Background: an optimization exercise with open tools, aiming at a short achievable clock period and few clock cycles. Do not read the settings as production practice. Only simulation tests tie the RTL to the original design; equivalence was not proved. Power and IR drop assume default switching activity.

onyx:
==> module chan_tx, before the edit <==
module chan_tx #(
   parameter int DEPTH = 4
) (
   input  wire         clk,
   input  wire         rst,
   input  wire         i_wr,
   input  wire [63:0]  i_word,
   output logic        o_load,
   output logic [15:0] o_data,
   output logic        o_vld,
   input  wire         i_rdy
);
   localparam int PW = $clog2(DEPTH);
   logic [63:0]      sreg;
   logic [1:0]       hc;
   logic [63:0]      fifo [DEPTH];
   logic [PW-1:0]    wp, rp;
   logic [PW:0]      cnt;
   logic             sent;
   logic             busy;     
   assign o_data = sreg[63:48];    
   assign sent   = busy && i_rdy;
   assign o_load = (!busy || (sent && hc == 2'd3)) && (cnt != '0);
   always_ff @(posedge clk)
   begin
      if (i_wr)
         fifo[wp] <= i_word;
      if (rst)
         sreg <= '0;    
      else if (o_load)
         sreg <= fifo[rp];
      else if (sent)
         sreg <= {sreg[47:0], 16'h0};
   end
   always_ff @(posedge clk)
   begin
      if (rst)
      begin
         o_vld <= 1'b0;
         busy  <= 1'b0;
         hc    <= '0;
         wp    <= '0;
         rp    <= '0;
         cnt   <= '0;
      end
      else
      begin
         o_vld <= (busy && !(i_rdy && hc == 2'd3)) || (cnt != '0);
         if (o_load)
         begin
            busy  <= 1'b1;
            hc    <= '0;
            rp    <= rp + PW'(1);
         end
         else if (sent)
         begin
            hc <= hc + 2'd1;
            if (hc == 2'd3)
               busy <= 1'b0;
         end
         if (i_wr)
            wp <= wp + PW'(1);
         cnt <= cnt + (PW+1)'(i_wr) - (PW+1)'(o_load);
      end
   end
endmodule
clock: 6.0 ns
lec_check: 0
abc_clock_period_in_ps: 2000
cap_margin: 20
core_margin: 2
core_utilization: 55
cts_cluster_diameter: 120
cts_cluster_size: 22
setup_slack_margin: 4.0
slew_margin: 20
run.sh (not shown) runs the stock make flow with config.mk's settings and CLKGATE_MAP_FILE= SYNTH_SCRIPT=/design/flow/synth_recipe.tcl, a recipe that flattens the netlist after the stock synthesis.
onyx has completed all stages; timing, DRC and antenna checks passed.
Testbench counts of onyx, summed over its fixed seeds: cycles 3,221.
The following lists how xenon was set up differently from onyx:
--- a/flow/design.v
+++ b/flow/design.v
@@ -123,4 +123,5 @@
    localparam int PW = $clog2(DEPTH);
    logic [63:0]      sreg;
+   logic [15:0]      top_s;    
    logic [1:0]       hc;
    logic [63:0]      fifo [DEPTH];
@@ -137,9 +138,21 @@
          fifo[wp] <= i_word;
       if (rst)
-         sreg <= '0;    
+         sreg[63:48] <= '0;    
       else if (o_load)
-         sreg <= fifo[rp];
+         sreg[63:48] <= fifo[rp][63:48];
       else if (sent)
-         sreg <= {sreg[47:0], 16'h0};
+         sreg[63:48] <= sreg[47:32];
+      else
+         sreg[63:48] <= top_s;
+      if (o_load)
+      begin
+         sreg[47:0] <= fifo[rp][47:0];
+         top_s      <= fifo[rp][63:48];
+      end
+      else if (sent)
+      begin
+         sreg[47:0] <= {sreg[31:0], 16'h0};
+         top_s      <= sreg[47:32];
+      end
    end
    always_ff @(posedge clk)
### Flow results
Changes observed in xenon relative to onyx: layout multi-input combinational cell count fell by 8.4%, insertion delay of the later-clocked pin in the worst-skew pair fell by 0.05 ns.
Taking onyx as the reference, in xenon count of clock-buffer cells in the layout rose by 3.7%, growth of design area from synthesis to finish fell by 0.64 points, detailed placement HPWL fell by about 6%.
Total number of sequential cells up 2.6% in xenon wrt onyx
Compared with onyx, in xenon final instance area about even; synthesized area rose about 0.44%.
Post-route minimum period down 0.065 ns in xenon wrt onyx
Worst stage delay on the critical path: xenon vs onyx — no meaningful difference
Compare onyx and xenon | pre-CTS worst setup slack higher: onyx
Testbench counts of xenon, summed over its fixed seeds: cycles 3,221.


Setup of red:
Another version of the RTL of io_dma (not shown whole).
Size in the first run: about 5200 cells after synthesis, about 1700 flip-flops, ~410 I/O pins, ~68000 um^2 of cells after synthesis.
==> flow/config.mk <==
export PLATFORM = sky130hd
export DESIGN_NAME = io_dma
export DESIGN_NICKNAME = io_dma
export VERILOG_FILES = /design/flow/design.v
export SDC_FILE = /design/flow/constraint.sdc
export NUM_CORES = 4
export LEC_CHECK = 0
export ABC_CLOCK_PERIOD_IN_PS = 2000
export CAP_MARGIN = 20
export CORE_MARGIN = 2
export CORE_UTILIZATION = 65
export CTS_CLUSTER_DIAMETER = 120
export CTS_CLUSTER_SIZE = 22
export SETUP_SLACK_MARGIN = 4.0
export SLEW_MARGIN = 20
==> flow/constraint.sdc <==
create_clock -name core_clock -period 6.0 [get_ports {clk}]
set_input_delay 1.2000 -clock core_clock [delete_from_list [all_inputs] [get_ports {clk}]]
set_output_delay 1.2000 -clock core_clock [all_outputs]
set_load 0.01 [all_outputs]
red ran to completion and came out clean on the timing, DRC and antenna checks.
Testbench counts of red, summed over its fixed seeds: cycles 3,225.
diff inputs: red => blue
diff --git a/flow/design.v b/flow/design.v
--- a/flow/design.v
+++ b/flow/design.v
@@ -209,42 +209,48 @@
    output logic        mem_req,
    output logic        mem_wr,
    output logic [21:0] mem_addr,
    output logic [63:0] mem_wdata,
    input  wire         mem_ack,
    input  wire [63:0]  mem_rdata
 );
    localparam int OW = $clog2(DO) + 1;
    logic        d0_wca, d0_wcl, d0_rd, d0_any;
    logic        d1_wca, d1_wcl, d1_rd;
    logic        win;
    logic        s_rd, s_ok, s_int;
-   logic        s_wca, s_wcl;
-   logic [21:0] s_val;
+   logic [3:0]  e_wca, e_wcl;    
+   logic [21:0] e_val;
+   logic [3:0]  e_neq;           
    logic [3:0][21:0] cl;
    logic [1:0]  s_ch;
    assign d0_wca = cpu0_vld && cpu0_mon && (cpu0_instr[15:6] == 10'o0010);
    assign d0_wcl = cpu0_vld && cpu0_mon && (cpu0_instr[15:6] == 10'o0011);
    assign d0_rd  = cpu0_vld && cpu0_mon && (cpu0_instr[15:9] == 7'o033);
    assign d1_wca = cpu1_vld && cpu1_mon && (cpu1_instr[15:6] == 10'o0010);
    assign d1_wcl = cpu1_vld && cpu1_mon && (cpu1_instr[15:6] == 10'o0011);
    assign d1_rd  = cpu1_vld && cpu1_mon && (cpu1_instr[15:9] == 7'o033);
    assign d0_any = d0_wca || d0_wcl || d0_rd;
+   assign e_val  = d0_any ? cpu0_ak[21:0] : cpu1_ak[21:0];
+   always_comb
+      for (int i = 0; i < 4; i++)
+      begin
+         e_wca[i] = d0_any ? (d0_wca && cpu0_aj == 24'(8 + i)) : (d1_wca && cpu1_aj == 24'(8 + i));
+         e_wcl[i] = d0_any ? (d0_wcl && cpu0_aj == 24'(8 + i)) : (d1_wcl && cpu1_aj == 24'(8 + i));
+         e_neq[i] = d0_any ? (cpu0_ak[21:0] != cl[i]) : (cpu1_ak[21:0] != cl[i]);
+      end
    always_ff @(posedge clk)
    begin
       win   <= !d0_any;
       s_rd  <= !rst && (d0_any ? d0_rd  : d1_rd);
-      s_wca <= !rst && (d0_any ? d0_wca : d1_wca);
-      s_wcl <= !rst && (d0_any ? d0_wcl : d1_wcl);
-      s_val <= d0_any ? cpu0_ak[21:0] : cpu1_ak[21:0];
       s_ok  <= d0_any ? (cpu0_aj[23:2] == 22'd2) : (cpu1_aj[23:2] == 22'd2);
       s_ch  <= d0_any ? cpu0_aj[1:0] : cpu1_aj[1:0];
       s_int <= d0_any ? (cpu0_instr[5:0] == 6'd0) : (cpu1_instr[5:0] == 6'd0);
    end
    logic [3:0][21:0] ca;       
    logic [3:0][21:0] clm1;     
    logic [3:0]       more;     
    logic [3:0]       intp;     
    logic [3:0][OW-1:0] res;    
    logic             any_int;
    logic [1:0]       int_idx;
    always_comb
@@ -433,31 +439,31 @@
                end
          end
          for (int p = 0; p < 2; p++)
             res[2*p+1] <= res[2*p+1] + OW'(issue && g_q[2*p+1]) - OW'(tx_load[p]);
          for (int i = 0; i < 4; i++)
             if ((ack && m_last && m_ch == 2'(i)) ||
                 (intp[i] && !(s_rd && s_int && int_idx == 2'(i))))
                intp[i] <= 1'b1;
             else
                intp[i] <= 1'b0;
          for (int i = 0; i < 4; i++)
          begin
-            if (s_ok && s_wca && s_ch == 2'(i))
+            if (e_wca[i])
             begin
-               ca[i]   <= s_val;
-               more[i] <= (s_val != cl[i]);
+               ca[i]   <= e_val;
+               more[i] <= e_neq[i];
             end
-            if (s_ok && s_wcl && s_ch == 2'(i))
-               cl[i] <= s_val;
+            if (e_wcl[i])
+               cl[i] <= e_val;
          end
          if (s_rd)
          begin
             if (s_int)
             begin
                if (!win) cpu0_ai <= any_int ? 24'(8 + int_idx) : 24'd0;
                else      cpu1_ai <= any_int ? 24'(8 + int_idx) : 24'd0;
             end
             else
             begin
                if (!win) cpu0_ai <= s_ok ? {2'b00, ca[s_ch]} : 24'd0;
                else      cpu1_ai <= s_ok ? {2'b00, ca[s_ch]} : 24'd0;
Findings:
- Measured against red, the count of filler cells inserted in the layout of blue comes out at 0.907 times the reference value.
- Looking only at number of buffers inserted by post-CTS setup repair, and setting everything else aside, the higher value of blue and red goes to blue.
- Looking at final period utilization across blue and red, the one that comes out lower is red.
- Post-layout instance area delta (blue − red): unfavourable
- In the metrics for blue and red, the one carrying the higher clock network power is red.
- Count of nets after finishing went up slightly going from red to blue.
- Number of non-clock inverters in the layout (blue / red): 0.829
- Taking red as the reference, in blue power consumed by combinational cells +about 23%, net switching power figure moved up, wire length of the first global-routing pass now sits higher, area of the multi-input gates went up by about 3.4%, number of gates resized after CTS increased 37.
- Relative to red, the worst-case clock skew of blue is higher by 12 ps.
- Of blue and red, red shows the higher register area, with blue below it.
Testbench counts of blue, summed over its fixed seeds: cycles 3,211.

## static timing again, ports no longer ideal
Ports are ideal in the flow. The routed layouts listed here were re-timed in OpenROAD.
Step 1 assumes that a clkbuf_16 drives the clock port and a buf_2 every other input.
Step 2 also shifts input and output timing later by t, the mid clock arrival at the registers, as if the neighbouring blocks saw the same clock.
Three values: ideal, step 1, step 2; two values: the first two.
run	t (ns)	setup WS [ns]	hold slack, ns	worst data-port slew with drivers (ns)
onyx	0.785	3.557 / 3.486 / 3.104	0.460 / 0.460 / 0.460	0.14
xenon	0.730	3.622 / 3.554 / 3.066	0.459 / 0.459 / 0.459	0.14
red	0.800	3.380 / 3.300 / 2.732	0.415 / 0.415 / 0.415	0.17
blue	0.788	2.769 / 2.827 / 2.039	0.451 / 0.451 / 0.451	0.16
After both steps every run listed still meets setup and hold. For blue, which loses most, drivers alone change the setup slack by +0.058 ns; drivers and shift together by -0.730 ns.
